Source: an optimization exercise on an open RTL-to-GDS flow (aim: small area and a short achievable clock period). Production flows keep margins and buffers that such runs may drop.
Function was checked by simulation only, so behaviour that the tests miss may differ from the original.
Power and IR drop assume default switching activity.

[design/flow/config.mk]
export PLATFORM = sky130hd
export DESIGN_NAME = vc_input_buffer
export DESIGN_NICKNAME = vc_input_buffer
export VERILOG_FILES = /design/flow/design.v
export SDC_FILE = /design/flow/constraint.sdc
export NUM_CORES = 4
export LEC_CHECK = 0
export CAP_MARGIN = 20
export CORE_MARGIN = 2
export CORE_UTILIZATION = 55
export SETUP_SLACK_MARGIN = 1.9
export SLEW_MARGIN = 20
export SYNTH_HIERARCHICAL = 1
[design/flow/constraint.sdc]
create_clock -name core_clock -period 4.2 [get_ports {clk}]
set_input_delay 0.8400 -clock core_clock [delete_from_list [all_inputs] [get_ports {clk}]]
set_output_delay 0.8400 -clock core_clock [all_outputs]
set_load 0.01 [all_outputs]
[design/flow/design.v]
`default_nettype none
module vc_input_buffer #(
    parameter int FLIT_WIDTH = 64,
    parameter int DEPTH      = 16,
    parameter int NUM_VC     = 2,
    parameter int OFF_THRESH = DEPTH - 2,
    parameter int ON_THRESH  = 2,
    localparam int VC_W      = (NUM_VC > 1) ? $clog2(NUM_VC) : 1,
    localparam int CNT_W     = $clog2(DEPTH + 1)
) (
    input  logic                    clk,
    input  logic                    rst,
    input  logic [FLIT_WIDTH-1:0]   flit_in,
    input  logic                    push,
    input  logic [VC_W-1:0]         push_vc,
    input  logic                    pop,
    input  logic [VC_W-1:0]         pop_vc,
    input  logic                    err_clr,
    output logic [FLIT_WIDTH-1:0]   flit_o,
    output logic [NUM_VC-1:0]       full,
    output logic [NUM_VC-1:0]       empty,
    output logic [NUM_VC-1:0]       vc_on,
    output logic [NUM_VC*CNT_W-1:0] count,
    output logic [NUM_VC-1:0]       overflow_err,
    output logic [NUM_VC-1:0]       underflow_err
);
    localparam int BDEPTH = DEPTH - 1;    
    localparam logic [CNT_W-1:0] C_DEPTH = CNT_W'(DEPTH);
    localparam logic [CNT_W-1:0] C_OFF   = CNT_W'(OFF_THRESH);
    localparam logic [CNT_W-1:0] C_ON    = CNT_W'(ON_THRESH);
    logic [FLIT_WIDTH-1:0] w_head [NUM_VC];
    for (genvar v = 0; v < NUM_VC; v++) begin : g_vc
        logic [FLIT_WIDTH-1:0] r_mem [BDEPTH];
        logic [FLIT_WIDTH-1:0] r_head_n;   
        logic [BDEPTH-1:0]     r_wr_oh;    
        logic [BDEPTH-1:0]     r_rd_oh;    
        logic [CNT_W-1:0]      r_count;
        logic                  r_full;
        logic                  r_empty;
        logic                  r_one;      
        logic                  r_vc_on;
        logic                  r_ovf;
        logic                  r_unf;
        logic                  w_push_sel;
        logic                  w_pop_sel;
        logic                  w_pop_acc;
        logic                  w_push_acc;
        logic                  w_ovf_evt;
        logic                  w_unf_evt;
        logic                  w_head_in;    
        logic                  w_head_en;
        logic                  w_rd_adv;
        logic                  w_wr_adv;
        logic [CNT_W-1:0]      w_count_next;
        logic [FLIT_WIDTH-1:0] w_buf_out;
        assign w_push_sel = push && (push_vc == VC_W'(v));
        assign w_pop_sel  = pop  && (pop_vc  == VC_W'(v));
        assign w_pop_acc  = w_pop_sel && !r_empty;
        assign w_push_acc = w_push_sel && (!r_full || w_pop_sel);
        assign w_ovf_evt  = w_push_sel && !w_push_acc;
        assign w_unf_evt  = w_pop_sel && r_empty;
        assign w_head_in = w_push_acc && (r_empty || (w_pop_acc && r_one));
        assign w_head_en = w_pop_acc || (w_push_acc && r_empty);
        assign w_rd_adv  = w_pop_acc && !r_one;
        assign w_wr_adv  = w_push_acc && !r_empty && !(w_pop_acc && r_one);
        logic              w_inc;
        logic              w_dec;
        logic [CNT_W-1:0]  w_cnt_up;
        logic [CNT_W-1:0]  w_cnt_dn;
        logic              w_full_next;
        logic              w_empty_next;
        logic              w_one_next;
        logic              w_off_next;
        logic              w_on_next;
        assign w_inc    = w_push_acc && !w_pop_acc;
        assign w_dec    = w_pop_acc && !w_push_acc;
        assign w_cnt_up = r_count + CNT_W'(1);
        assign w_cnt_dn = r_count - CNT_W'(1);
        always_comb begin
            if (w_inc) begin
                w_count_next = w_cnt_up;
                w_full_next  = (w_cnt_up == C_DEPTH);
                w_empty_next = 1'b0;
                w_one_next   = r_empty;
                w_off_next   = (w_cnt_up >= C_OFF);
                w_on_next    = (w_cnt_up <= C_ON);
            end else if (w_dec) begin
                w_count_next = w_cnt_dn;
                w_full_next  = 1'b0;
                w_empty_next = r_one;
                w_one_next   = (w_cnt_dn == CNT_W'(1));
                w_off_next   = (w_cnt_dn >= C_OFF);
                w_on_next    = (w_cnt_dn <= C_ON);
            end else begin
                w_count_next = r_count;
                w_full_next  = r_full;
                w_empty_next = r_empty;
                w_one_next   = r_one;
                w_off_next   = (r_count >= C_OFF);
                w_on_next    = (r_count <= C_ON);
            end
        end
        always_comb begin
            w_buf_out = '0;
            for (int i = 0; i < BDEPTH; i++) begin
                w_buf_out = w_buf_out | ({FLIT_WIDTH{r_rd_oh[i]}} & r_mem[i]);
            end
        end
        for (genvar i = 0; i < BDEPTH; i++) begin : g_ent
            logic                  w_we;
            logic [FLIT_WIDTH-1:0] w_d;
            assign w_we = w_push_acc && r_wr_oh[i];
            for (genvar k = 0; k < FLIT_WIDTH; k = k + 4) begin : g_hold
                vc_input_buffer_hold #(.W(4)) u_hold (
                    .we(w_we), .we_n(!w_we), .d(flit_in[k +: 4]),
                    .q(r_mem[i][k +: 4]), .y(w_d[k +: 4])
                );
            end
            always_ff @(posedge clk) begin
                r_mem[i] <= w_d;
            end
        end
        logic [FLIT_WIDTH-1:0] w_head_d;
        logic [FLIT_WIDTH-1:0] w_head_new;
        assign w_head_new = ~(w_head_in ? flit_in : w_buf_out);
        for (genvar k = 0; k < FLIT_WIDTH; k = k + 4) begin : g_hhold
            vc_input_buffer_hold #(.W(4)) u_hold (
                .we(w_head_en), .we_n(!w_head_en), .d(w_head_new[k +: 4]),
                .q(r_head_n[k +: 4]), .y(w_head_d[k +: 4])
            );
        end
        always_ff @(posedge clk) begin
            r_head_n <= w_head_d;
        end
        always_ff @(posedge clk) begin
            if (rst) begin
                r_wr_oh  <= BDEPTH'(1);
                r_rd_oh  <= BDEPTH'(1);
                r_count  <= '0;
                r_full   <= 1'b0;
                r_empty  <= 1'b1;
                r_one    <= 1'b0;
                r_vc_on  <= 1'b1;
                r_ovf    <= 1'b0;
                r_unf    <= 1'b0;
            end else begin
                if (w_wr_adv) begin
                    r_wr_oh <= {r_wr_oh[BDEPTH-2:0], r_wr_oh[BDEPTH-1]};
                end
                if (w_rd_adv) begin
                    r_rd_oh <= {r_rd_oh[BDEPTH-2:0], r_rd_oh[BDEPTH-1]};
                end
                r_count <= w_count_next;
                r_full  <= w_full_next;
                r_empty <= w_empty_next;
                r_one   <= w_one_next;
                if (w_off_next) begin
                    r_vc_on <= 1'b0;
                end else if (w_on_next) begin
                    r_vc_on <= 1'b1;
                end
                if (w_ovf_evt) begin
                    r_ovf <= 1'b1;
                end else if (err_clr) begin
                    r_ovf <= 1'b0;
                end
                if (w_unf_evt) begin
                    r_unf <= 1'b1;
                end else if (err_clr) begin
                    r_unf <= 1'b0;
                end
            end
        end
        assign w_head[v]                  = r_head_n;
        assign count[v*CNT_W +: CNT_W]    = r_count;
        assign full[v]                    = r_full;
        assign empty[v]                   = r_empty;
        assign vc_on[v]                   = r_vc_on;
        assign overflow_err[v]            = r_ovf;
        assign underflow_err[v]           = r_unf;
    end
    always_comb begin
        flit_o = '1;
        for (int v = 0; v < NUM_VC; v++) begin
            if (pop_vc == VC_W'(v)) begin
                flit_o = ~w_head[v];
            end
        end
    end
endmodule
module vc_input_buffer_hold #(
    parameter int W = 64
) (
    input  logic         we,
    input  logic         we_n,
    input  logic [W-1:0] d,
    input  logic [W-1:0] q,
    output logic [W-1:0] y
);
    assign y = ({W{we}} & d) | ({W{we_n}} & q);
endmodule
`default_nettype wire
[design/flow/run.sh]
#!/bin/bash
# synth_recipe.tcl (not shown) runs the flow's synth.tcl, then flattens the netlist and writes it again
# the make line also repeats each setting of config.mk as NAME=value (left out here)
make -C /OpenROAD-flow-scripts/flow DESIGN_CONFIG=/design/flow/config.mk WORK_HOME=/design/flow/orfs CLKGATE_MAP_FILE= SYNTH_SCRIPT=/design/flow/synth_recipe.tcl finish
==> impl_metrics.tcl, run 1 <==
set metrics [dict create \
    grt_pass1_vias 63387 \
    grt_max_degree 65 \
    setup_violations 0 \
    rsz0062_at_grt "true" \
    clk_pin_slew_ns 0.06 \
    vias 66885 \
    routedWlPerCell_um 38.0 \
    drv_slew 0 \
    die_x_um 372 \
    syn_nets 6326 \
    cts_tree "yes" \
    crit_path_max_fanout 8 \
    synth-edff-count 0 \
    hold_viol 0 \
    root_buffer "clkbuf_16" \
    nFillCells 10054 \
    cts.sinks 2130 \
    antenna_left 0 \
    syn_inst 6241 \
    grt_pass1_wl_um 451000 \
    power_density_nw_per_um2 498 \
    worstPathCellList "buf_16 > buf_16 > buf_8 > mux2i_4 > buf_6" \
    placedCellCount 8118 \
    setup_tns_ns 0 \
    core_um2 134000 \
    synthFlopType "dfxtp_1" \
    antenna_found_initial 14 \
    yosysSeqAreaShare_pct 57.4 \
    cts_buffers 207 \
    r2r-end "g_vc[0].r_head_n[24]" \
    chipHeight_um 372 \
    io_pins 155 \
    critical_path_class "primary input to primary output" \
    cp_slowest_stage_delay_ns 0.29 \
    port_buffers 154 \
    crit_path_start_kind "primary input" \
    path_common_cell "buf_16" \
    multiInputGateArea_um2 31300 \
    finalCritPeriodShare_pct 63.3 \
    dieArea_um2 138000 \
    cts_buffer_depth 3 \
    period_minus_slack_ns 2.66 \
    first_pass_iters 11 \
    fin_hold_ws_ns 0.346 \
    status "no timing/DRC/antenna violations" \
    holdBufCountCts 0 \
    cp-end-kind "primary output" \
    finalWirelength_um 327000 \
    max_slew_margin_pct 22.8 \
    yosys_register_bits 2130 \
    cellLeakagePower_nw 35.0 \
    initial_utilization_pct 55.6 \
    cpMaxStageDelayCell "mux2i_4" \
    rows 134 \
    skew_ns 0.0308 \
    cap_violations 0 \
    tightestPinTransition_ns 1.15 \
    hold_path.class "primary input to flip-flop" \
    drc_errors 0 \
    htreeDepth 4 \
    clkLatencyLatePin_ns 0.85 \
    detail_route.vias_per_cell 7.76 \
    ys_warn_count 13 \
    stdcell_count 8614 \
    layout_commonest_cell "a22o_1" \
    area_growth_pct 20.7 \
    whs_path_depth 3 \
    arrival_ns 1.82 \
    drtIter0Drc 11028 \
    register_area_um2 42800 \
    ys_types 59 \
    place_area_um2 80100 \
    layout.nets 6755 \
    dp_hpwl_um 163000 \
    reg2reg_depth 5 \
    rrSetupSlack_ns 1.83 \
    fin_area_um2 89700 \
    worst_hold_path.endpoint "g_vc[1].r_ovf" \
    syn_area_um2 74300 \
    syn_avg_cell_area_um2 11.9 \
    worstReg2RegStart "g_vc[0].r_rd_oh[4]" \
    min-delay-start "push" \
    mostFrequentLayoutCells "a22o_1 (2178), dfxtp_1 (2064), a22oi_1 (509), clkbuf_16 (233), buf_4 (208)" \
    crit_required_ns 3.36 \
    vdd_drop_max_mv 0.425 \
    asyncSetResetFlopFracSynth_pct 0 \
    drive_gt1_share_pct 14.4 \
    grt_util_all_layers_pct 44.2 \
    timing.fmax_ghz 0.376 \
    gp_congestion 0.859 \
    grt_overflow 0 \
]
## cells by family (layout without fill, tap and decap cells)
logic type                 after synthesis  after routing  share of synthesized area [%]
AOI/OAI and AO/OA                     3177           3177                           36.0
xor gates and xnor gates                13             13                          0.153
adders and majority gates               14             14                          0.236
buffers and inverters                  340            936                           1.88
DFF                                   2130           2130                           57.4
muxes                                   81             81                           1.09
other                                    0              7                              0
and+or+nand+nor                        486            488                           3.33
## synthesized netlist by cell type, types with 5 or more instances
cell type / instances / area, um2
a21oi_1: 62 / 310
a221oi_1: 133 / 1160
a222oi_1: 128 / 1280
a22o_1: 2178 / 19100
a22oi_1: 509 / 3820
buf_1: 39 / 146
buf_2: 45 / 225
buf_4: 12 / 90.1
clkbuf_1: 196 / 736
dfxtp_1: 2130 / 42600
ha_1: 14 / 175
inv_1: 44 / 165
mux2i_1: 81 / 811
nand2_1: 139 / 522
nand2b_1: 5 / 31.3
nand3_1: 133 / 666
nand4_1: 131 / 820
nor2_1: 36 / 135
nor3_1: 7 / 35.0
o21ai_0: 11 / 55.1
o22ai_1: 127 / 795
or3_1: 6 / 37.5
xnor2_1: 7 / 61.3
xor2_1: 6 / 52.6
## through the flow
| stage | power [mW] | util [%] | worst slack, ns |
|---|---|---|---|
| 2_1_floorplan | 23.6 | - | 0.515 |
| 3_3_place_gp | 25.4 | 59.9 | 0.194 |
| 3_5_place_dp | 25.4 | 59.9 | 0.218 |
| 4_1_cts | 44.3 | 66.1 | 1.56 |
| 5_1_grt | 45.7 | 67.1 | 1.53 |
| 6_report | 44.7 | 67.1 | 1.54 |
## cell type report
cell class / instances / area share, %
repair buffers: 513 / 6.85
inverters: 45 / 0.362
clock inverters: 73 / 0.754
well taps: 1768 / 2.46
multi-input cells: 3773 / 34.8
diodes: 7 / 0.0195
flip-flops and latches: 2130 / 47.7
clock buffers: 305 / 7.00
## sequential cells by signal, indices dropped and copies added (netlist names), 10 cells and up
name           flops
g_vc.r_rd_oh      30
g_vc.r_count      10
g_vc.r_mem      1920
g_vc.r_head_n    128
g_vc.r_wr_oh      30
## where the power goes
part           switching (mW)  internal (mW)
Sequential              0.797           21.1
Clock                    8.12           11.0
Combinational            1.94           1.71
Total                    10.9           33.8
## repair_timing
item                                    in CTS  in global routing
pin swaps                                    1                  9
setup buffers                               39                 42
cloned                                      11                 19
gates resized for setup                    531                104
endpoints found under the setup margin    2070                660
## worst max-delay path, delay by kind of cell
| family | cells | cell delay (ns) |
|---|---|---|
| buffers and inverters | 4 | 0.66 |
| multiplexers | 1 | 0.29 |
## metal layers
metal	wire [um]	up-vias	track usage (%)
li1	-	26906	-
met5	237	-	0
met4	22200	14	23.1
met1	121000	32921	58.2
met3	45700	1417	11.6
met2	138000	5627	66.6
## worst max path at each step
stage                     startpoint              endpoint  slack [ns]
after floorplan            pop_vc[0]  g_vc[1].r_head_n[10]        0.51
after global placement     pop_vc[0]             flit_o[3]        0.19
after detailed placement   pop_vc[0]             flit_o[3]        0.22
after CTS                  pop_vc[0]            flit_o[19]        1.56
after global routing       pop_vc[0]            flit_o[19]        1.53
final                      pop_vc[0]            flit_o[23]        1.54
==> run 2, diff against run 1 <==
--- a/design/flow/config.mk
+++ b/design/flow/config.mk
@@ -10,2 +10,4 @@
 export CORE_UTILIZATION = 55
+export CTS_CLUSTER_DIAMETER = 100
+export CTS_CLUSTER_SIZE = 30
 export SETUP_SLACK_MARGIN = 1.9
==> impl_metrics.tcl, run 2 <==
set metrics [dict create \
    holdBufCountCts 0 \
    yosysSeqAreaShare_pct 57.4 \
    top_regs "g_vc.r_mem x1920, g_vc.r_head_n x128" \
    topRoutingLayerUsed "met5" \
    tightestPinTransition_ns 1.17 \
    cts.sinks 2130 \
    routedLengthMet1_um 120000 \
    cap_violations 0 \
    drive_gt1_share_pct 11.0 \
    dp_hpwl_um 163000 \
    timing.fmax_ghz 0.375 \
    final_util_pct 63.5 \
    yosys_register_bits 2130 \
    hold_viol 0 \
    crit_path_start_kind "primary input" \
    vdd_drop_max_mv 0.340 \
    area_growth_pct 14.2 \
    mostFrequentLayoutCells "a22o_1 (2178), dfxtp_1 (2074), a22oi_1 (509), buf_4 (196)" \
    ys_warn_count 13 \
    largest_reg_flops 1920 \
    finalWirelength_um 321000 \
    max_slew_margin_pct 22.0 \
    grt_overflow 0 \
    worstReg2RegStart "g_vc[0].r_rd_oh[4]" \
    routedWlPerCell_um 38.6 \
    min-delay-start "push" \
    yosysMostFrequentCell "a22o_1" \
    first_pass_iters 9 \
    vias 65797 \
    synth_commonest_cells "a22o_1 (2178), dfxtp_1 (2130), a22oi_1 (509)" \
    port_buffers 154 \
    fin_ws_ns 1.53 \
    syn_area_um2 74300 \
    drv_slew 0 \
    root_buffer "clkbuf_16" \
    rrSetupSlack_ns 1.85 \
    synth_top_area_cell "dfxtp_1" \
    met2_length_um 136000 \
    place_ws_ns 0.218 \
    power_density_nw_per_um2 419 \
    whs_path_depth 3 \
    grt_util_all_layers_pct 44.0 \
    synth_top_area_share_pct 57.4 \
    synth_top_family_by_area "compound AO/OA/AOI/OAI gates" \
    yosys-top-cells-area "dfxtp_1 (57%), a22o_1 (26%), a22oi_1 (5.1%), a222oi_1 (1.7%), a221oi_1 (1.6%)" \
    asyncSetResetFlopFracSynth_pct 0 \
    yosys.area_share.simple_pct 3.33 \
    reg2reg_depth 5 \
    status "no timing/DRC/antenna violations" \
    arrival_ns 1.83 \
    core_um2 134000 \
    crit_path_max_fanout 6 \
    worst_hold_path.endpoint "g_vc[1].r_ovf" \
    cts_buffer_depth 3 \
    drtIter0Drc 10470 \
    gp_congestion 0.859 \
    top_register "g_vc.r_mem" \
    r2r-end "g_vc[0].r_head_n[24]" \
    synth-edff-count 0 \
    clk_pin_slew_ns 0.12 \
    antenna_left 0 \
    fin_area_um2 84900 \
    syn_inst 6241 \
    wl_met3_um 44000 \
    cts_buffers 80 \
    ys_types 59 \
    syn_avg_cell_area_um2 11.9 \
    layout.nets 6629 \
    grt_max_degree 65 \
    chipHeight_um 372 \
    place_area_um2 80100 \
    clkLatencyLatePin_ns 0.75 \
    finalCritPeriodShare_pct 63.5 \
    synthFlopType "dfxtp_1" \
    synthXorXnorAreaFrac_pct 0.153 \
    syn_nets 6326 \
    detail_route.vias_per_cell 7.90 \
    critical_path_class "primary input to primary output" \
    synthAdderAreaFrac_pct 0.236 \
    crit_required_ns 3.36 \
    setup_violations 0 \
    layout_commonest_cell "a22o_1" \
    io_pins 155 \
    grt_pass1_wl_um 449000 \
    period_minus_slack_ns 2.67 \
    setup_tns_ns 0 \
    hold_path.class "primary input to flip-flop" \
    rsz0062_at_grt "true" \
    cts_tree "yes" \
    htreeDepth 3 \
    die_x_um 372 \
    skew_ns 0.0200 \
    synthMuxAreaShare_pct 1.09 \
    antenna_found_initial 11 \
    synth_compound_area_share_pct 36.0 \
    initial_utilization_pct 55.6 \
    cellLeakagePower_nw 32.6 \
    rows 134 \
    cp-end-kind "primary output" \
    dieArea_um2 138000 \
    grt_pass1_vias 61840 \
    drc_errors 0 \
]
==> run 2: what timing repair did <==
action	CTS	global route
resized for setup	536	105
setup buffers	67	24
endpoints found under the setup margin	2151	715
pin swaps	2	19
gates cloned	16	5
==> run 2: kinds of logic after synthesis <==
logic type,Yosys count
AO/OA/AOI/OAI,3177
XOR/XNOR,13
adder cells (fa/ha/maj),14
buffers and inverters,340
flip-flops,2130
multiplexers,81
AND/OR/NAND/NOR,486
==> run 2: final cells by class <==
class,count,area (um2)
Antenna cell,6,15.0
Fill cell,10493,48900
Inverter,45,325
Sequential cell,2130,42800
Timing Repair Buffer,515,6140
Tap cell,1768,2210
Clock buffer,89,2140
Multi-Input combinational cell,3772,31300
Clock inverter,2,17.5
==> run 2: per-layer routing <==
layer,global-route usage (%),vias up
li1,-,26451
met1,58.3,32633
met2,66.7,5436
met3,11.0,1269
met4,22.6,8
met5,0,-
==> run 2: stage by stage <==
| step | instances | hold WS [ns] | power (mW) |
|---|---|---|---|
| after detailed placement | 8118 | 0.452 | 25.4 |
| after global placement | 8118 | 0.451 | 25.4 |
| after global routing | 8322 | 0.453 | 36.4 |
| final | 8327 | 0.454 | 35.6 |
| after CTS | 8292 | 0.473 | 35.2 |
| after floorplan | 6241 | 0.437 | 23.6 |
==> run 2: critical path: stages <==
cell and delay, ns:
buf_16 0.15, buf_12 0.15, buf_16 0.11, buf_12 0.13, mux2i_4 0.25, buf_2 0.16
==> run 2: report_power, final <==
part	switching (mW)	internal, mW	leakage (nW)
Sequential	0.788	21.1	17.3
Clock	6.33	3.68	1.06
Combinational	1.95	1.72	14.2
Total	9.07	26.5	32.6
==> run 2: worst max-delay path by stage <==
| stage | slack, ns | end | cells after the start | startpoint |
|---|---|---|---|---|
| 3_3_place_gp | 0.19 | flit_o[3] | 4 | pop_vc[0] |
| 2_1_floorplan | 0.51 | g_vc[1].r_head_n[10] | 7 | pop_vc[0] |
| 4_1_cts | 1.56 | flit_o[12] | 6 | pop_vc[0] |
| 6_report | 1.53 | flit_o[9] | 6 | pop_vc[0] |
| 3_5_place_dp | 0.22 | flit_o[3] | 4 | pop_vc[0] |
| 5_1_grt | 1.54 | flit_o[9] | 6 | pop_vc[0] |
==> run 3, diff against run 2 <==
--- a/design/flow/config.mk
+++ b/design/flow/config.mk
@@ -11,3 +11,3 @@
 export CTS_CLUSTER_DIAMETER = 100
-export CTS_CLUSTER_SIZE = 30
+export CTS_CLUSTER_SIZE = 26
 export SETUP_SLACK_MARGIN = 1.9
@@ -15 +15,2 @@
 export SYNTH_HIERARCHICAL = 1
+export TNS_END_PERCENT = 10
==> impl_metrics.tcl, run 3 <==
set metrics [dict create \
    status "no timing/DRC/antenna violations" \
    clkPwrFrac_pct 29.2 \
    clkLatencyLatePin_ns 0.76 \
    cap_violations 0 \
    drc_errors 0 \
    crit_path_start_kind "primary input" \
    initial_utilization_pct 55.6 \
    vias 65517 \
    drtIter0Drc 10727 \
    synth_commonest_cells "a22o_1 (2178), dfxtp_1 (2130), a22oi_1 (509)" \
    min-delay-start "push" \
    core_um2 134000 \
    timing.fmax_ghz 0.374 \
    yosys-top-cells-area "dfxtp_1 (57%), a22o_1 (26%), a22oi_1 (5.1%), a222oi_1 (1.7%), a221oi_1 (1.6%)" \
    holdBufCountCts 0 \
    htreeDepth 3 \
    max_slew_margin_pct 23.5 \
    top_register "g_vc.r_mem" \
    cts_buffer_depth 3 \
    dp_hpwl_um 163000 \
    rrSetupSlack_ns 1.82 \
    crit_required_ns 3.36 \
    routedWlPerCell_um 38.1 \
    comb_power_share_pct 10.0 \
    port_buffers 154 \
    nFillCells 10535 \
    rsz0062_at_grt "true" \
    antenna_left 0 \
    cts_buffers 91 \
    internal_power_mw 26.9 \
    syn_avg_cell_area_um2 11.9 \
    hold_path.class "primary input to flip-flop" \
    drive_gt1_share_pct 10.7 \
    reg2reg_depth 5 \
    power_density_nw_per_um2 425 \
    rows 134 \
    grt_pass1_vias 61651 \
    tightestPinTransition_ns 1.14 \
    gp_congestion 0.859 \
    dieArea_um2 138000 \
    cellLeakagePower_nw 32.6 \
    r2r-end "g_vc[1].r_head_n[42]" \
    yosysSeqAreaShare_pct 57.4 \
    place_area_um2 80100 \
    layout.nets 6629 \
    synth_top_area_share_pct 57.4 \
    switching_power_mw 9.13 \
    clk_pin_slew_ns 0.11 \
    ys_warn_count 13 \
    grt_util_all_layers_pct 43.4 \
    worst_hold_path.endpoint "g_vc[1].r_ovf" \
    critical_path_class "primary input to primary output" \
    cp-end-kind "primary output" \
    fin_area_um2 84700 \
    ys_types 59 \
    asyncSetResetFlopFracSynth_pct 0 \
    finalCritPeriodShare_pct 63.6 \
    p_seq_share_pct 60.8 \
    synth_top_area_cell "dfxtp_1" \
    area_growth_pct 14.0 \
    place_ws_ns 0.218 \
    cts_tree "yes" \
    whs_path_depth 3 \
    grt_overflow 0 \
    skew_ns 0.0170 \
    syn_inst 6241 \
    setup_violations 0 \
    grt_max_degree 65 \
    chipHeight_um 372 \
    finalWirelength_um 317000 \
    antenna_found_initial 17 \
    mostFrequentLayoutCells "a22o_1 (2178), dfxtp_1 (2076), a22oi_1 (509), buf_4 (220), a221oi_1 (133)" \
    io_pins 155 \
    syn_area_um2 74300 \
    first_pass_iters 7 \
    synthFlopType "dfxtp_1" \
    syn_nets 6326 \
    die_x_um 372 \
    cts.sinks 2130 \
    largest_reg_flops 1920 \
    root_buffer "clkbuf_16" \
    crit_path_max_fanout 8 \
    grt_pass1_wl_um 444000 \
    synth-edff-count 0 \
    vdd_drop_max_mv 0.312 \
    period_minus_slack_ns 2.67 \
    yosysMostFrequentCell "a22o_1" \
    top_regs "g_vc.r_mem x1920, g_vc.r_head_n x128" \
    hold_viol 0 \
    setup_tns_ns 0 \
    layout_commonest_cell "a22o_1" \
    swShare_pct 25.4 \
    arrival_ns 1.83 \
    drv_slew 0 \
    fin_ws_ns 1.53 \
    yosys_register_bits 2130 \
    worstReg2RegStart "g_vc[1].r_rd_oh[6]" \
    detail_route.vias_per_cell 7.87 \
    fin_hold_ws_ns 0.414 \
]
## run 3: cell counts after synthesis
No cell type changed its count.
## run 3: layout make-up
class | instances | area (um2) | area share (%)
sequential | 2130 | 42800 | 50.5
multi-input combinational | 3773 | 31200 | 36.8
timing repair buffer | 502 | 5730 | 6.76
clock buffer | 100 | 2410 | 2.84
tap | 1768 | 2210 | 2.61
inverter | 45 | 319 | 0.377
antenna | 4 | 10.0 | 0.0118
clock inverter | 1 | 8.76 | 0.0103
timing repair inverter | 1 | 5.00 | 0.00591
## run 3: timing repair
item                       4_1_cts  5_1_grt
setup endpoints to repair     2151     1445
gates resized for setup        495       76
hold endpoints to repair         0        0
setup buffers                   40       43
cloned                           9        9
pin swaps                        2        7
## run 3: how the worst max path moves through the flow
| stage | slack (ns) | endpoint | start | depth (start not counted) |
|---|---|---|---|---|
| after global routing | 1.53 | flit_o[19] | pop_vc[0] | 5 |
| after global placement | 0.19 | flit_o[3] | pop_vc[0] | 4 |
| final | 1.53 | flit_o[19] | pop_vc[0] | 5 |
| after CTS | 1.53 | count[4] | g_vc[0].r_count[4] | 1 |
| after detailed placement | 0.22 | flit_o[3] | pop_vc[0] | 4 |
| after floorplan | 0.51 | g_vc[1].r_head_n[10] | pop_vc[0] | 7 |
## run 3: kinds of logic (layout without fill, tap and decap cells)
kind of cell / after synthesis / count (layout) / synth area share, %
AND/OR/NAND/NOR: 486 / 488 / 3.33
AO/OA/AOI/OAI: 3177 / 3177 / 36.0
adder cells (fa/ha/maj): 14 / 14 / 0.236
buffers and inverters: 340 / 649 / 1.88
XOR/XNOR: 13 / 13 / 0.153
other: 0 / 4 / 0
multiplexers: 81 / 81 / 1.09
flip-flops: 2130 / 2130 / 57.4
## run 3: per-layer routing
metal | routed length (um) | GRT usage, %
met5 | 150 | 0
met4 | 19200 | 21.3
met3 | 42300 | 10.7
met1 | 121000 | 57.8
met2 | 135000 | 65.8
## run 3: power by group through the flow
stage	Clock, mW	Sequential [mW]	Combinational (mW)
after floorplan	0	21.9	1.73
after global placement	0	22.2	3.16
after detailed placement	0	22.2	3.20
after CTS	10.5	21.8	3.36
after global routing	11.2	22.0	3.76
final	10.5	21.9	3.59
## run 3: critical path, cell delays in order
cell	delay (ns)
buf_16	0.16
buf_16	0.20
buf_8	0.15
mux2i_4	0.30
buf_6	0.15
## run 3: per-stage QoR
stage                     total power, mW  util (%)  std cells
final                                36.0      63.3       8324
after global routing                 36.9      63.3       8321
after CTS                            35.7      62.6       8268
after detailed placement             25.4      59.9       8118
after global placement               25.4      59.9       8118
after floorplan                      23.6         -       6241
==> run 4, diff against run 3 <==
--- a/design/flow/config.mk
+++ b/design/flow/config.mk
@@ -12,3 +12,3 @@
 export CTS_CLUSTER_SIZE = 26
-export SETUP_SLACK_MARGIN = 1.9
+export SETUP_SLACK_MARGIN = 1.6
 export SLEW_MARGIN = 20
==> impl_metrics.tcl, run 4 <==
set metrics [dict create \
    synth_commonest_cells "a22o_1 (2178), dfxtp_1 (2130), a22oi_1 (509)" \
    stdcell_count 8262 \
    cap_violations 0 \
    rows 134 \
    area_growth_pct 12.3 \
    clkPwrFrac_pct 29.3 \
    syn_area_um2 74300 \
    p_seq_share_pct 61.2 \
    port_buffers 154 \
    die_x_um 372 \
    crit_path_start_kind "primary input" \
    first_pass_iters 7 \
    multiInputGateArea_um2 31000 \
    crit_required_ns 4.85 \
    internal_power_mw 26.7 \
    grt_util_all_layers_pct 43.1 \
    drtIter0Drc 10130 \
    cts_tree "yes" \
    dieArea_um2 138000 \
    grt_pass1_wl_um 441000 \
    top_regs "g_vc.r_mem x1920, g_vc.r_head_n x128" \
    cts_buffer_depth 3 \
    switching_power_mw 9.00 \
    vdd_drop_max_mv 0.313 \
    layout_commonest_cell "a22o_1" \
    rsz0062_at_grt "true" \
    yosysMostFrequentCell "a22o_1" \
    synth_top_area_share_pct 57.4 \
    finalWirelength_um 309000 \
    ys_types 59 \
    grt_pass1_vias 61447 \
    initial_utilization_pct 55.6 \
    hold_path.class "flip-flop to flip-flop" \
    status "no timing/DRC/antenna violations" \
    worst_hold_path.endpoint "g_vc[1].r_ovf" \
    critical_path_class "primary input to flip-flop" \
    yosysSeqAreaShare_pct 57.4 \
    comb_power_share_pct 9.5 \
    r2r-end "g_vc[0].r_head_n[16]" \
    cts.sinks 2130 \
    arrival_ns 3.42 \
    synth_top_area_cell "dfxtp_1" \
    placedCellCount 8118 \
    grt_overflow 0 \
    root_buffer "clkbuf_16" \
    setup_violations 0 \
    synth-edff-count 0 \
    largest_reg_flops 1920 \
    layout.nets 6567 \
    min-delay-start "g_vc[1].r_ovf" \
    setup_tns_ns 0 \
    crit_path_max_fanout 22 \
    routedWlPerCell_um 37.4 \
    power_density_nw_per_um2 428 \
    swShare_pct 25.2 \
    top_register "g_vc.r_mem" \
    io_pins 155 \
    fin_ws_ns 1.43 \
    tightestPinTransition_ns 1.20 \
    place_ws_ns 0.218 \
    timing.fmax_ghz 0.361 \
    period_minus_slack_ns 2.77 \
    core_um2 134000 \
    max_slew_margin_pct 20.0 \
    yosys_register_bits 2130 \
    vias 64863 \
    clk_pin_slew_ns 0.10 \
    synthFlopType "dfxtp_1" \
    syn_nets 6326 \
    nFillCells 10673 \
    detail_route.vias_per_cell 7.85 \
    htreeDepth 3 \
    antenna_found_initial 15 \
    syn_avg_cell_area_um2 11.9 \
    rrSetupSlack_ns 1.56 \
    reg2reg_depth 5 \
    drv_slew 0 \
    drc_errors 0 \
    ys_warn_count 13 \
    finalCritPeriodShare_pct 66.0 \
    cp-end-kind "flip-flop" \
    grt_max_degree 65 \
    cellLeakagePower_nw 32.0 \
    drive_gt1_share_pct 9.14 \
    chipHeight_um 372 \
    register_area_um2 42800 \
    antenna_left 0 \
    gp_congestion 0.859 \
    clkLatencyLatePin_ns 0.76 \
    whs_path_depth 2 \
    asyncSetResetFlopFracSynth_pct 0 \
    hold_viol 0 \
    dp_hpwl_um 163000 \
    yosys-top-cells-area "dfxtp_1 (57%), a22o_1 (26%), a22oi_1 (5.1%), a222oi_1 (1.7%), a221oi_1 (1.6%)" \
    syn_inst 6241 \
    mostFrequentLayoutCells "a22o_1 (2178), dfxtp_1 (2088), a22oi_1 (509), buf_4 (189)" \
    cts_buffers 91 \
    worstReg2RegStart "g_vc[0].r_rd_oh[10]" \
    skew_ns 0.0256 \
]
[run 4: cell type report]
cell class,instances,share of cell area [%]
inverters,45,0.289
diodes,4,0.0120
clock inverters,1,0.0105
clock buffers,100,2.88
flip-flops and latches,2130,51.2
multi-input cells,3771,37.1
repair buffers,443,5.82
well taps,1768,2.65
[run 4: worst max-delay path, stage by stage]
cell and delay, ns:
clkdlybuf4s50_1 0.61, buf_4 0.20, nor2b_1 0.19, a21o_1 0.28, nand2_4 0.27, buf_12 0.27
nand4_1 0.16, o22ai_1 0.09, buf_4 0.19, a22o_1 0.23
[run 4: routing by layer]
layer / GRT usage, % / routed length, um / vias up
li1: - / - / 26318
met1: 57.6 / 118000 / 32137
met3: 10.1 / 39600 / 1242
met4: 21.3 / 19300 / 10
met5: 0 / 59 / -
met2: 65.4 / 132000 / 5156
[run 4: logic make-up after synthesis]
family	Yosys count	share of synthesized area [%]
muxes	81	1.09
buffers and inverters	340	1.88
AOI/OAI and AO/OA	3177	36.0
and+or+nand+nor	486	3.33
DFF	2130	57.4
adders and majority gates	14	0.236
xor gates and xnor gates	13	0.153
[run 4: how the worst max path moves through the flow]
stage | startpoint | cells after the start | to | slack [ns]
finish | pop | 10 | g_vc[0].r_head_n[35] | 1.43
global route | push | 9 | g_vc[0].r_mem[13][6] | 1.44
CTS | g_vc[0].r_empty | 1 | empty[0] | 1.34
detailed placement | pop_vc[0] | 4 | flit_o[3] | 0.22
global placement | pop_vc[0] | 4 | flit_o[3] | 0.19
floorplan | pop_vc[0] | 7 | g_vc[1].r_head_n[10] | 0.51
[run 4: power by group through the flow]
stage	clock network, mW	registers (mW)	logic (mW)
final	10.5	21.9	3.39
after global routing	11.2	22.0	3.55
after global placement	0	22.2	3.16
after floorplan	0	21.9	1.73
after detailed placement	0	22.2	3.20
after CTS	10.5	21.8	3.28
[run 4: timing repair]
action	CTS	global route
hold buffers	0	0
buffers inserted	25	7
pin swaps	0	2
gates resized for setup	334	24
hold endpoints to repair	0	0
setup endpoints to repair	1154	703
cloned	5	2
[run 4: metrics by stage]
stage | instance area [um2] | hold WS [ns] | util [%] | total power [mW]
after CTS | 83300 | 0.474 | 62.3 | 35.6
after global routing | 83500 | 0.490 | 62.4 | 36.7
after detailed placement | 80100 | 0.452 | 59.9 | 25.4
final | 83500 | 0.475 | 62.4 | 35.7
after global placement | 80100 | 0.451 | 59.9 | 25.4
after floorplan | 74400 | 0.437 | - | 23.6
==> run 5, diff against run 4 <==
--- a/design/flow/config.mk
+++ b/design/flow/config.mk
@@ -15,2 +15 @@
 export SYNTH_HIERARCHICAL = 1
-export TNS_END_PERCENT = 10
==> impl_metrics.tcl, run 5 <==
set metrics [dict create \
    vias 65014 \
    syn_avg_cell_area_um2 11.9 \
    period_minus_slack_ns 2.71 \
    rows 134 \
    totalPowerFinal_mw 35.8 \
    port_buffers 154 \
    fin_area_um2 83700 \
    setup_tns_ns 0 \
    clkLatencyLatePin_ns 0.76 \
    skew_ns 0.0242 \
    die_x_um 372 \
    reg2reg_depth 5 \
    critical_path_class "primary input to primary output" \
    cts_buffers 91 \
    detail_route.vias_per_cell 7.86 \
    io_pins 155 \
    yosys_register_bits 2130 \
    htreeDepth 3 \
    synth_top_area_cell "dfxtp_1" \
    synth-edff-count 0 \
    ys_warn_count 13 \
    cp-end-kind "primary output" \
    synth_top_area_share_pct 57.4 \
    top_regs "g_vc.r_mem x1920, g_vc.r_head_n x128" \
    synth_commonest_cells "a22o_1 (2178), dfxtp_1 (2130), a22oi_1 (509)" \
    grt_pass1_vias 61562 \
    dieArea_um2 138000 \
    cts_tree "yes" \
    mostFrequentLayoutCells "a22o_1 (2178), dfxtp_1 (2086), a22oi_1 (509), buf_4 (191)" \
    antenna_left 0 \
    grt_overflow 0 \
    yosysMostFrequentCell "a22o_1" \
    synthFlopType "dfxtp_1" \
    grt_max_degree 65 \
    cts.sinks 2130 \
    ys_types 59 \
    place_area_um2 80100 \
    syn_nets 6326 \
    root_buffer "clkbuf_16" \
    timing.fmax_ghz 0.369 \
    asyncSetResetFlopFracSynth_pct 0 \
    max_slew_margin_pct 19.9 \
    clk_pin_slew_ns 0.10 \
    yosys-top-cells-area "dfxtp_1 (57%), a22o_1 (26%), a22oi_1 (5.1%), a222oi_1 (1.7%), a221oi_1 (1.6%)" \
    routedWlPerCell_um 37.5 \
    syn_inst 6241 \
    layout_commonest_cell "a22o_1" \
    tightestPinTransition_ns 1.20 \
    holdBufCountCts 0 \
    crit_required_ns 3.36 \
    vdd_drop_max_mv 0.310 \
    arrival_ns 1.87 \
    largest_reg_flops 1920 \
    yosysSeqAreaShare_pct 57.4 \
    core_um2 134000 \
    power_density_nw_per_um2 428 \
    antenna_found_initial 11 \
    gp_congestion 0.859 \
    area_growth_pct 12.6 \
    drtIter0Drc 10612 \
    finalCritPeriodShare_pct 64.5 \
    drive_gt1_share_pct 9.37 \
    first_pass_iters 13 \
    cap_violations 0 \
    finalWirelength_um 310000 \
    cellLeakagePower_nw 32.1 \
    drc_errors 0 \
    rsz0062_at_grt "true" \
    layout.nets 6575 \
    crit_path_max_fanout 7 \
    whs_path_depth 2 \
    hold_path.class "flip-flop to flip-flop" \
    status "no timing/DRC/antenna violations" \
    top_register "g_vc.r_mem" \
    drv_slew 0 \
    hold_viol 0 \
    syn_area_um2 74300 \
    grt_pass1_wl_um 441000 \
    dp_hpwl_um 163000 \
    setup_violations 0 \
    chipHeight_um 372 \
    cts_buffer_depth 3 \
    crit_path_start_kind "primary input" \
    grt_util_all_layers_pct 43.1 \
    initial_utilization_pct 55.6 \
]
[run 5: metal layers]
metal  GRT usage (%)  wire [um]  vias up
met1            57.6     119000    32124
met5               0         33        -
met4            21.5      18700        6
li1                -          -    26346
met2            65.4     133000     5315
met3            10.2      39900     1223
[run 5: logic make-up (layout without fill, tap and decap cells)]
group	after synthesis	after routing	synth area share, %
and+or+nand+nor	486	486	3.33
adders and majority gates	14	14	0.236
buffers and inverters	340	597	1.88
xor gates and xnor gates	13	13	0.153
muxes	81	81	1.09
AOI/OAI and AO/OA	3177	3177	36.0
DFF	2130	2130	57.4
other	0	3	0
[run 5: path summary, 6_finish.rpt]
path                                          from              endpoint  slack [ns]
worst max register to register  g_vc[0].r_rd_oh[1]  g_vc[0].r_head_n[16]        1.60
worst min register to register       g_vc[1].r_ovf         g_vc[1].r_ovf        0.47
worst min-delay path                 g_vc[1].r_ovf         g_vc[1].r_ovf        0.47
worst max-delay path                     pop_vc[0]            flit_o[23]        1.49
[run 5: area by class of cell]
class,instances,area [um2]
Fill cell,10656,50100
Sequential cell,2130,42800
Clock inverter,1,8.76
Inverter,45,259
Clock buffer,100,2410
Multi-Input combinational cell,3771,31000
Tap cell,1768,2210
Timing Repair Buffer,451,4990
Antenna cell,3,7.51
[run 5: power breakdown]
part / internal (mW) / switching [mW]
clock network: 4.09 / 6.40
registers: 21.1 / 0.786
logic: 1.60 / 1.85
total: 26.8 / 9.04
[run 5: repair_timing]
action | CTS | global route
endpoints found under the setup margin | 1154 | 402
cloned | 6 | 2
buffers inserted | 30 | 9
resized for setup | 364 | 55
[run 5: through the flow]
step	util (%)	cells	hold WS [ns]	worst slack, ns
after floorplan	-	6241	0.437	0.515
after global placement	59.9	8118	0.451	0.194
after detailed placement	59.9	8118	0.452	0.218
after CTS	62.3	8255	0.474	1.47
after global routing	62.6	8267	0.490	1.51
final	62.6	8269	0.474	1.49
[run 5: critical path: stages]
cell and delay, ns:
buf_16 0.14, buf_16 0.17, buf_6 0.11, buf_8 0.12
mux2i_4 0.30, buf_6 0.15
==> run 6, diff against run 5 <==
--- a/design/flow/config.mk
+++ b/design/flow/config.mk
@@ -10,5 +10,5 @@
 export CORE_UTILIZATION = 55
-export CTS_CLUSTER_DIAMETER = 100
-export CTS_CLUSTER_SIZE = 26
-export SETUP_SLACK_MARGIN = 1.6
+export CTS_CLUSTER_DIAMETER = 80
+export CTS_CLUSTER_SIZE = 24
+export SETUP_SLACK_MARGIN = 1.9
 export SLEW_MARGIN = 20
==> impl_metrics.tcl, run 6 <==
set metrics [dict create \
    status "no timing/DRC/antenna violations" \
    worstPathCellList "buf_16 > buf_16 > buf_8 > mux2i_4 > buf_6" \
    finalWirelength_um 327000 \
    die_x_um 372 \
    layout.nets 6663 \
    drv_slew 0 \
    register_area_um2 42800 \
    top_regs "g_vc.r_mem x1920, g_vc.r_head_n x128" \
    crit_family "buffers and inverters" \
    cpMaxStageDelayCell "mux2i_4" \
    ys_warn_count 13 \
    largest_reg_flops 1920 \
    cp-startpoint "pop_vc[0]" \
    grt_util_all_layers_pct 44.0 \
    antenna_left 0 \
    multiInputGateArea_um2 31300 \
    period_minus_slack_ns 2.68 \
    skew_ns 0.0230 \
    placedCellCount 8118 \
    synthFlopType "dfxtp_1" \
    clkLatencyLatePin_ns 0.77 \
    drc_errors 0 \
    first_pass_iters 9 \
    place_ws_ns 0.218 \
    htreeDepth 3 \
    drtIter0Drc 11003 \
    vdd_drop_max_mv 0.344 \
    io_pins 155 \
    routedWlPerCell_um 39.0 \
    setup_tns_ns 0 \
    hold_viol 0 \
    power_density_nw_per_um2 435 \
    clk_pin_slew_ns 0.10 \
    initial_utilization_pct 55.6 \
    cts_buffers 103 \
    setup_violations 0 \
    hold_path.class "primary input to flip-flop" \
    critical_path_class "primary input to primary output" \
    rows 134 \
    syn_area_um2 74300 \
    cp-end-kind "primary output" \
    grt_pass1_vias 62211 \
    min-delay-start "push" \
    dp_hpwl_um 163000 \
    cp_slowest_stage_delay_ns 0.30 \
    port_buffers 154 \
    antenna_found_initial 17 \
    synth-edff-count 0 \
    crit_required_ns 3.36 \
    finalCritPeriodShare_pct 63.8 \
    cellLeakagePower_nw 33.2 \
    yosys-top-cells-area "dfxtp_1 (57%), a22o_1 (26%), a22oi_1 (5.1%), a222oi_1 (1.7%), a221oi_1 (1.6%)" \
    asyncSetResetFlopFracSynth_pct 0 \
    nFillCells 10393 \
    synth_top_area_cell "dfxtp_1" \
    core_um2 134000 \
    syn_nets 6326 \
    layout_commonest_cell "a22o_1" \
    yosys_register_bits 2130 \
    crit_path_max_fanout 8 \
    chipHeight_um 372 \
    tightestPinTransition_ns 1.18 \
    stdcell_count 8389 \
    area_growth_pct 16.0 \
    top_register "g_vc.r_mem" \
    syn_avg_cell_area_um2 11.9 \
    final_util_pct 64.5 \
    mostFrequentLayoutCells "a22o_1 (2178), dfxtp_1 (2072), a22oi_1 (509), buf_4 (199)" \
    arrival_ns 1.84 \
    yosysSeqAreaShare_pct 57.4 \
    dieArea_um2 138000 \
    cap_violations 0 \
    grt_overflow 0 \
    cts.sinks 2130 \
    timing.fmax_ghz 0.373 \
    worstReg2RegStart "g_vc[0].r_rd_oh[4]" \
    grt_pass1_wl_um 449000 \
    rsz0062_at_grt "true" \
    crit_path_start_kind "primary input" \
    drive_gt1_share_pct 12.0 \
    root_buffer "clkbuf_16" \
    path_common_cell "buf_16" \
    synth_commonest_cells "a22o_1 (2178), dfxtp_1 (2130), a22oi_1 (509)" \
    grt_max_degree 65 \
    detail_route.vias_per_cell 7.93 \
    cts_buffer_depth 3 \
    vias 66518 \
    ys_types 59 \
    path_buf_inv 4 \
    syn_inst 6241 \
    synth_top_area_share_pct 57.4 \
    cts_tree "yes" \
    gp_congestion 0.859 \
    max_slew_margin_pct 20.9 \
    yosysMostFrequentCell "a22o_1" \
    fin_ws_ns 1.52 \
]
[run 6: worst reg2reg max path, stage by stage (launching register included)]
cell	delay, ns
dfxtp_4	0.86
buf_4	0.60
a22oi_1	0.20
nand3_1	0.19
o22ai_1	0.16
a22o_1	0.27
[run 6: what timing repair did]
item | CTS | global route
pin swaps | 3 | 40
hold buffers | 0 | 0
resized for setup | 564 | 105
cloned | 13 | 17
buffers inserted | 60 | 33
endpoints found under the setup margin | 2147 | 640
[run 6: path summary, 6_finish.rpt]
kind,to,slack [ns],cells after the start
min reg2reg,g_vc[1].r_ovf,0.47,2
max,flit_o[23],1.52,5
max reg2reg,g_vc[0].r_head_n[24],1.82,5
min,g_vc[1].r_ovf,0.41,3
[run 6: through the flow]
| step | cell area, um2 | total power [mW] | hold WS, ns |
|---|---|---|---|
| after CTS | 84900 | 37.1 | 0.470 |
| after detailed placement | 80100 | 25.4 | 0.452 |
| after global placement | 80100 | 25.4 | 0.451 |
| after floorplan | 74400 | 23.6 | 0.437 |
| final | 86200 | 37.5 | 0.412 |
| after global routing | 86200 | 38.4 | 0.414 |
[run 6: final cells by class]
class | count | share of cell area (%)
sequential | 2130 | 49.7
multi-input combinational | 3772 | 36.3
timing repair buffer | 526 | 7.43
clock buffer | 120 | 3.27
tap | 1768 | 2.56
inverter | 45 | 0.374
clock inverter | 22 | 0.341
antenna | 6 | 0.0174
[run 6: kinds of logic (layout without fill, tap and decap cells)]
group           after synthesis  count (layout)  synth area share [%]
buf+inv                     340             713                  1.88
mux                          81              81                  1.09
other cells                   0               6                     0
xor+xnor                     13              13                 0.153
simple gates                486             487                  3.33
compound gates             3177            3177                  36.0
fa+ha+maj                    14              14                 0.236
flops                      2130            2130                  57.4
[run 6: per-layer routing]
metal	GRT usage [%]	wire (um)
met5	0	64
met3	10.7	45200
met1	58.5	122000
met4	22.8	22200
met2	66.4	138000
[run 6: power by group]
part / total, mW / internal (mW) / leakage, nW / switching [mW]
clock network: 11.9 / 5.12 / 1.53 / 6.74
logic: 3.74 / 1.76 / 14.4 / 1.98
registers: 21.9 / 21.1 / 17.3 / 0.791
==> run 7, diff against run 6 <==
==> design/flow/flow/run.sh (new file) <==
#!/bin/bash
set -e
cp standard.sh standard_sh_copy.log
cp config.mk config_mk_copy.log
export IO_CONSTRAINTS=$PWD/flow/io.tcl
bash standard.sh > standard.log 2>&1
==> design/flow/flow/io.tcl (new file) <==
# Keep the head-flit outputs and their select together on one edge.
set_io_pin_constraint -group -order -region left:* -pin_names {flit_o[0] flit_o[1] flit_o[2] flit_o[3] flit_o[4] flit_o[5] flit_o[6] flit_o[7] flit_o[8] flit_o[9] flit_o[10] flit_o[11] flit_o[12] flit_o[13] flit_o[14] flit_o[15] flit_o[16] flit_o[17] flit_o[18] flit_o[19] flit_o[20] flit_o[21] flit_o[22] flit_o[23] flit_o[24] flit_o[25] flit_o[26] flit_o[27] flit_o[28] flit_o[29] flit_o[30] flit_o[31] pop_vc[0] flit_o[32] flit_o[33] flit_o[34] flit_o[35] flit_o[36] flit_o[37] flit_o[38] flit_o[39] flit_o[40] flit_o[41] flit_o[42] flit_o[43] flit_o[44] flit_o[45] flit_o[46] flit_o[47] flit_o[48] flit_o[49] flit_o[50] flit_o[51] flit_o[52] flit_o[53] flit_o[54] flit_o[55] flit_o[56] flit_o[57] flit_o[58] flit_o[59] flit_o[60] flit_o[61] flit_o[62] flit_o[63]}
==> design/flow/standard.sh (new file) <==
#!/bin/bash
# synth_recipe.tcl (not shown) runs the flow's synth.tcl, then flattens the netlist and writes it again
# the make line also repeats each setting of config.mk as NAME=value (left out here)
make -C /OpenROAD-flow-scripts/flow DESIGN_CONFIG=/design/flow/config.mk WORK_HOME=/design/flow/orfs CLKGATE_MAP_FILE= SYNTH_SCRIPT=/design/flow/synth_recipe.tcl "${@:-finish}"
--- a/design/flow/config.mk
+++ b/design/flow/config.mk
@@ -10,4 +10,2 @@
 export CORE_UTILIZATION = 55
-export CTS_CLUSTER_DIAMETER = 80
-export CTS_CLUSTER_SIZE = 24
 export SETUP_SLACK_MARGIN = 1.9
removed: design/flow/run.sh
==> impl_metrics.tcl, run 7 <==
set metrics [dict create \
    crit_required_ns 3.36 \
    syn_area_um2 74300 \
    synth_top_area_cell "dfxtp_1" \
    syn_nets 6326 \
    cp-startpoint "pop_vc[0]" \
    totalPowerFinal_mw 45.4 \
    yosys_register_bits 2130 \
    hold_viol 0 \
    synth_top_area_share_pct 57.4 \
    arrival_ns 1.84 \
    yosys-top-cells-area "dfxtp_1 (57%), a22o_1 (26%), a22oi_1 (5.1%), a222oi_1 (1.7%), a221oi_1 (1.6%)" \
    root_buffer "clkbuf_16" \
    nFillCells 10084 \
    multiInputGateArea_um2 31300 \
    cp-end-kind "primary output" \
    vdd_drop_max_mv 0.414 \
    port_buffers 154 \
    asyncSetResetFlopFracSynth_pct 0 \
    syn_avg_cell_area_um2 11.9 \
    top_regs "g_vc.r_mem x1920, g_vc.r_head_n x128" \
    htreeDepth 4 \
    cts.sinks 2130 \
    clk_pin_slew_ns 0.06 \
    r2r-end "g_vc[1].r_head_n[26]" \
    synth_commonest_cells "a22o_1 (2178), dfxtp_1 (2130), a22oi_1 (509)" \
    synthFlopType "dfxtp_1" \
    cts_buffers 207 \
    ys_types 59 \
    detail_route.vias_per_cell 7.72 \
    timing.fmax_ghz 0.374 \
    drive_gt1_share_pct 14.9 \
    rsz0062_at_grt "true" \
    area_growth_pct 20.3 \
    layout_commonest_cell "a22o_1" \
    hold_path.class "flip-flop to flip-flop" \
    cts_buffer_depth 3 \
    setup_tns_ns 0 \
    initial_utilization_pct 55.6 \
    routedWlPerCell_um 38.0 \
    rows 134 \
    crit_path_max_fanout 7 \
    tightestPinTransition_ns 1.22 \
    syn_inst 6241 \
    yosysSeqAreaShare_pct 57.4 \
    finalWirelength_um 327000 \
    cap_violations 0 \
    status "no timing/DRC/antenna violations" \
    critical_path_class "primary input to primary output" \
    chipHeight_um 372 \
    layout.nets 6751 \
    first_pass_iters 7 \
    antenna_found_initial 13 \
    cellLeakagePower_nw 34.7 \
    crit_path_start_kind "primary input" \
    mostFrequentLayoutCells "a22o_1 (2178), dfxtp_1 (2023), a22oi_1 (509), buf_4 (227), clkbuf_16 (218)" \
    largest_reg_flops 1920 \
    grt_max_degree 66 \
    drv_slew 0 \
    max_slew_margin_pct 18.4 \
    place_area_um2 80200 \
    grt_util_all_layers_pct 45.4 \
    reg2reg_depth 5 \
    period_minus_slack_ns 2.68 \
    clkLatencyLatePin_ns 0.83 \
    drc_errors 0 \
    dieArea_um2 138000 \
    place_ws_ns 0.470 \
    vias 66450 \
    rrSetupSlack_ns 1.84 \
    register_area_um2 43000 \
    worstReg2RegStart "g_vc[1].r_rd_oh[0]" \
    setup_violations 0 \
    die_x_um 372 \
    dp_hpwl_um 177000 \
    finalCritPeriodShare_pct 63.7 \
    grt_overflow 0 \
    synth-edff-count 0 \
    skew_ns 0.0307 \
    core_um2 134000 \
    gp_congestion 0.878 \
    min-delay-start "g_vc[1].r_ovf" \
    io_pins 155 \
    top_register "g_vc.r_mem" \
    fin_area_um2 89400 \
    ys_warn_count 13 \
    grt_pass1_wl_um 458000 \
    yosysMostFrequentCell "a22o_1" \
    worst_hold_path.endpoint "g_vc[1].r_ovf" \
    power_density_nw_per_um2 508 \
    fin_ws_ns 1.52 \
    whs_path_depth 2 \
    cts_tree "yes" \
    grt_pass1_vias 62807 \
    drtIter0Drc 10688 \
    antenna_left 0 \
]
-- run 7: cell types whose count changed in the layout (fill, tap and decap cells not counted), moves of 15 or more --
cell	delta
clkinv_2	+42
dfxtp_1	-49
clkbuf_8	+52
buf_4	+28
dfxtp_4	+40
buf_12	-15
clkbuf_16	+96
clkbuf_1	+44
-- run 7: critical path: stages --
cell     delay [ns]
buf_16         0.13
buf_6          0.12
buf_16         0.19
mux2i_4        0.36
buf_2          0.19
-- run 7: how the worst max path moves through the flow --
stage | endpoint | slack (ns) | depth (start not counted)
after floorplan | g_vc[1].r_head_n[10] | 0.51 | 7
after global placement | flit_o[50] | 0.45 | 4
after detailed placement | flit_o[50] | 0.47 | 4
after CTS | flit_o[50] | 1.53 | 2
after global routing | flit_o[48] | 1.55 | 5
final | flit_o[48] | 1.52 | 5
-- run 7: routing by layer --
metal | vias to the layer above | global-route usage [%] | routed length (um)
met1 | 33013 | 58.3 | 122000
li1 | 26859 | - | -
met4 | 12 | 19.7 | 15200
met3 | 1083 | 18.8 | 52200
met5 | - | 0 | 85
met2 | 5483 | 66.9 | 138000
-- run 7: kinds of logic (layout without fill, tap and decap cells) --
group	after synthesis	in the layout	share of synthesized area, %
compound gates	3177	3177	36.0
flops	2130	2130	57.4
simple gates	486	487	3.33
buf+inv	340	932	1.88
mux	81	81	1.09
fa+ha+maj	14	14	0.236
xor+xnor	13	13	0.153
other cells	0	7	0
-- run 7: cell type report --
cell class              instances  share of cell area [%]
multi-input cells            3772                    35.1
well taps                    1768                    2.47
clock inverters                53                   0.609
repair buffers                509                    6.30
clock buffers                 324                    7.16
inverters                      45                   0.276
repair inverters                1                 0.00420
diodes                          7                  0.0196
flip-flops and latches       2130                    48.1
-- run 7: repair_timing --
action | 4_1_cts | 5_1_grt
resized for setup | 627 | 82
buffers inserted | 35 | 26
gates cloned | 11 | 2
hold buffers | 0 | 0
pin swaps | 1 | 1
setup endpoints to repair | 1687 | 543
-- run 7: per-stage QoR --
| step | util (%) | hold WS [ns] | instances |
|---|---|---|---|
| finish | 66.8 | 0.465 | 8609 |
| global route | 66.8 | 0.478 | 8603 |
| CTS | 66.3 | 0.469 | 8574 |
| detailed placement | 59.9 | 0.452 | 8151 |
| global placement | 59.9 | 0.445 | 8151 |
| floorplan | - | 0.437 | 6241 |
-- run 7: power by group --
part	total (mW)	leakage, nW	internal [mW]	switching (mW)
Sequential	22.4	17.3	21.2	1.22
Clock	19.1	3.45	11.0	8.12
Combinational	3.84	13.9	1.73	2.11
==> run 8, diff against run 7 <==
--- a/design/flow/design.v
+++ b/design/flow/design.v
@@ -181,9 +181,11 @@
     end
-    always_comb begin
-        flit_o = '1;
-        for (int v = 0; v < NUM_VC; v++) begin
-            if (pop_vc == VC_W'(v)) begin
-                flit_o = ~w_head[v];
-            end
-        end
+    logic w_sel1;
+    logic w_sel0;
+    assign w_sel1 = (pop_vc == VC_W'(1));
+    assign w_sel0 = (pop_vc == VC_W'(0));
+    for (genvar k = 0; k < FLIT_WIDTH; k = k + 4) begin : g_out
+        vc_input_buffer_omux #(.W(4)) u_omux (
+            .s0(w_sel0), .s1(w_sel1), .a0_n(w_head[0][k +: 4]),
+            .a1_n(w_head[1][k +: 4]), .y(flit_o[k +: 4])
+        );
     end
@@ -201,2 +203,13 @@
 endmodule
+module vc_input_buffer_omux #(
+    parameter int W = 4
+) (
+    input  logic         s0,
+    input  logic         s1,
+    input  logic [W-1:0] a0_n,
+    input  logic [W-1:0] a1_n,
+    output logic [W-1:0] y
+);
+    assign y = ~(({W{s0}} & a0_n) | ({W{s1}} & a1_n));
+endmodule
 `default_nettype wire
==> impl_metrics.tcl, run 8 <==
set metrics [dict create \
    detail_route.vias_per_cell 7.85 \
    arrival_ns 1.91 \
    cts.sinks 2130 \
    fin_hold_ws_ns 0.383 \
    cap_violations 0 \
    cpMaxStageDelayCell "a22oi_2" \
    syn_nets 6318 \
    synth_top_area_share_pct 57.5 \
    path_buf_inv 4 \
    critical_path_class "primary input to primary output" \
    placedCellCount 8158 \
    cp-end-kind "primary output" \
    io_pins 155 \
    syn_area_um2 74200 \
    layout_commonest_cell "a22o_1" \
    nFillCells 10110 \
    period_minus_slack_ns 2.75 \
    totalPowerFinal_mw 45.5 \
    drive_gt1_share_pct 15.3 \
    drtIter0Drc 11080 \
    status "no timing/DRC/antenna violations" \
    cts_tree "yes" \
    setup_violations 0 \
    fin_area_um2 88800 \
    dieArea_um2 138000 \
    mostFrequentLayoutCells "a22o_1 (2178), dfxtp_1 (2024), a22oi_1 (509), buf_4 (267), clkbuf_16 (215)" \
    yosys_register_bits 2130 \
    hold_viol 0 \
    grt_pass1_wl_um 468000 \
    top_regs "g_vc.r_mem x1920, g_vc.r_head_n x128" \
    dp_hpwl_um 179000 \
    place_ws_ns 0.311 \
    worstPathCellList "buf_16 > clkinv_16 > buf_16 > a22oi_2 > buf_2" \
    largest_reg_flops 1920 \
    synth-edff-count 0 \
    ys_warn_count 13 \
    asyncSetResetFlopFracSynth_pct 0 \
    core_um2 134000 \
    tightestPinTransition_ns 1.20 \
    cts_buffers 209 \
    antenna_left 0 \
    htreeDepth 4 \
    chipHeight_um 371 \
    yosysSeqAreaShare_pct 57.5 \
    routedWlPerCell_um 38.8 \
    crit_path_max_fanout 12 \
    worstReg2RegStart "g_vc[0].r_rd_oh[9]" \
    gp_congestion 0.895 \
    skew_ns 0.0260 \
    crit_family "buffers and inverters" \
    area_growth_pct 19.7 \
    setup_tns_ns 0 \
    final_util_pct 66.4 \
    min-delay-start "push" \
    layout.nets 6762 \
    initial_utilization_pct 55.5 \
    ys_types 49 \
    power_density_nw_per_um2 512 \
    vias 67666 \
    grt_max_degree 65 \
    yosysMostFrequentCell "a22o_1" \
    drv_slew 0 \
    hold_path.class "primary input to flip-flop" \
    rsz0062_at_grt "true" \
    crit_path_start_kind "primary input" \
    clk_pin_slew_ns 0.06 \
    path_common_cell "buf_16" \
    crit_required_ns 3.36 \
    syn_avg_cell_area_um2 11.9 \
    root_buffer "clkbuf_16" \
    synthFlopType "dfxtp_1" \
    grt_overflow 0 \
    port_buffers 154 \
    fin_ws_ns 1.45 \
    drc_errors 0 \
    timing.fmax_ghz 0.364 \
    top_register "g_vc.r_mem" \
    place_area_um2 80000 \
    cts_buffer_depth 3 \
    stdcell_count 8623 \
    syn_inst 6233 \
    max_slew_margin_pct 19.5 \
    rows 134 \
    holdBufCountCts 0 \
    finalCritPeriodShare_pct 65.4 \
    cp-startpoint "pop_vc[0]" \
    synth_commonest_cells "a22o_1 (2178), dfxtp_1 (2130), a22oi_1 (557)" \
    antenna_found_initial 22 \
    clkLatencyLatePin_ns 0.84 \
    yosys-top-cells-area "dfxtp_1 (57%), a22o_1 (26%), a22oi_1 (5.6%), a222oi_1 (1.7%), a221oi_1 (1.5%)" \
    finalWirelength_um 334000 \
    synth_top_area_cell "dfxtp_1" \
    grt_util_all_layers_pct 46.6 \
    first_pass_iters 8 \
    grt_pass1_vias 62932 \
    die_x_um 371 \
    cp_slowest_stage_delay_ns 0.43 \
    vdd_drop_max_mv 0.465 \
    cellLeakagePower_nw 34.4 \
]
[run 8: changes by cell type after synthesis, sizes merged, moves of 3 or more]
| cell | before | now |
|---|---|---|
| a22oi | 509 | 573 |
| buf | 98 | 86 |
| clkbuf | 197 | 200 |
| inv | 45 | 49 |
| mux2i | 81 | 16 |
| o211ai | 3 | 7 |
| o21ai | 13 | 10 |
| xnor2 | 7 | 3 |
| xor2 | 6 | 13 |
[run 8: final timing paths]
check / end / slack, ns / depth (start not counted)
hold reg to reg: g_vc[1].r_ovf / 0.46 / 2
setup reg to reg: g_vc[0].r_head_n[62] / 1.88 / 6
hold / removal: g_vc[1].r_ovf / 0.38 / 3
setup / recovery: flit_o[25] / 1.45 / 5
[run 8: tightest hold or removal path, delay by kind of cell]
| family | cells | cell delay (ns) |
|---|---|---|
| AO/OA/AOI/OAI | 1 | 0.06 |
| buffers and inverters | 1 | 0.15 |
| AND/OR/NAND/NOR | 1 | 0.11 |
[run 8: logic make-up after synthesis]
family	share of synthesized area, %
AOI/OAI and AO/OA	36.8
DFF	57.5
and+or+nand+nor	3.26
buffers and inverters	1.83
xor gates and xnor gates	0.189
muxes	0.216
adders and majority gates	0.236
[run 8: layout make-up]
class / count / area [um2] / share of cell area [%]
Tap cell: 1768 / 2210 / 2.49
Timing Repair inverter: 1 / 7.51 / 0.00845
Inverter: 49 / 307 / 0.345
Timing Repair Buffer: 517 / 5260 / 5.92
Clock buffer: 309 / 6260 / 7.05
Clock inverter: 74 / 840 / 0.946
Multi-Input combinational cell: 3769 / 30900 / 34.8
Sequential cell: 2130 / 43000 / 48.4
Antenna cell: 6 / 15.0 / 0.0169
[run 8: report_power, final]
part / leakage, nW / total (mW) / internal, mW / switching, mW
registers: 17.3 / 22.4 / 21.2 / 1.19
logic: 13.5 / 3.63 / 1.54 / 2.10
clock network: 3.52 / 19.5 / 11.2 / 8.28
total: 34.4 / 45.5 / 33.9 / 11.6
[run 8: what timing repair did]
item                       in CTS  in global routing
gates cloned                   11                  5
setup buffers                  48                 12
setup endpoints to repair    1769                977
pin swaps                      54                 28
gates resized for setup       566                 34
[run 8: layer usage]
layer  global-route usage [%]  vias to the layer above  routed length (um)
met5                        0                        -                 190
met4                     21.3                       28               18000
met3                     17.4                     1260               53200
met2                     67.1                     5969              138000
met1                     61.8                    33500              125000
li1                         -                    26909                   -

## static timing again, ports no longer ideal
In the flow no input, the clock included, has a driving cell. The finished layouts below were timed again as built, in two steps. Step 1: set_driving_cell puts a clkbuf_16 on clk and a buf_2 on each other input, an assumption about the parent block. Step 2 times the ports against the registers' clock, not the clock port: input delays grow and output delays shrink by t, the midpoint of the rising clock arrivals with the driver on. a / b / c = no drivers / after step 1 / after step 2; a / b = the first two.
run | t (ns) | slack for setup (ns) | clock arrival spread, ns | worst register clock-pin slew, ns
run 1 | 0.912 | 1.541 / 1.221 / 0.526 | 0.036 / 0.036 | 0.07 / 0.07
run 2 | 0.822 | 1.535 / 1.186 / 0.703 | 0.023 / 0.022 | 0.12 / 0.12
run 3 | 0.827 | 1.528 / 1.173 / 0.642 | 0.022 / 0.021 | 0.11 / 0.11
run 4 | 0.837 | 1.428 / 1.110 / 0.617 | 0.029 / 0.029 | 0.11 / 0.11
run 5 | 0.837 | 1.491 / 1.151 / 0.501 | 0.028 / 0.029 | 0.11 / 0.11
run 6 | 0.843 | 1.519 / 1.171 / 0.606 | 0.026 / 0.025 | 0.11 / 0.11
run 7 | 0.908 | 1.523 / 1.279 / 0.820 | 0.034 / 0.034 | 0.07 / 0.07
run 8 | 0.911 | 1.453 / 1.256 / 0.708 | 0.029 / 0.029 | 0.07 / 0.07
After both steps setup and hold are still met in every run listed. For run 1, which loses most, drivers alone change the setup slack by -0.320 ns; drivers and shift together by -1.015 ns.
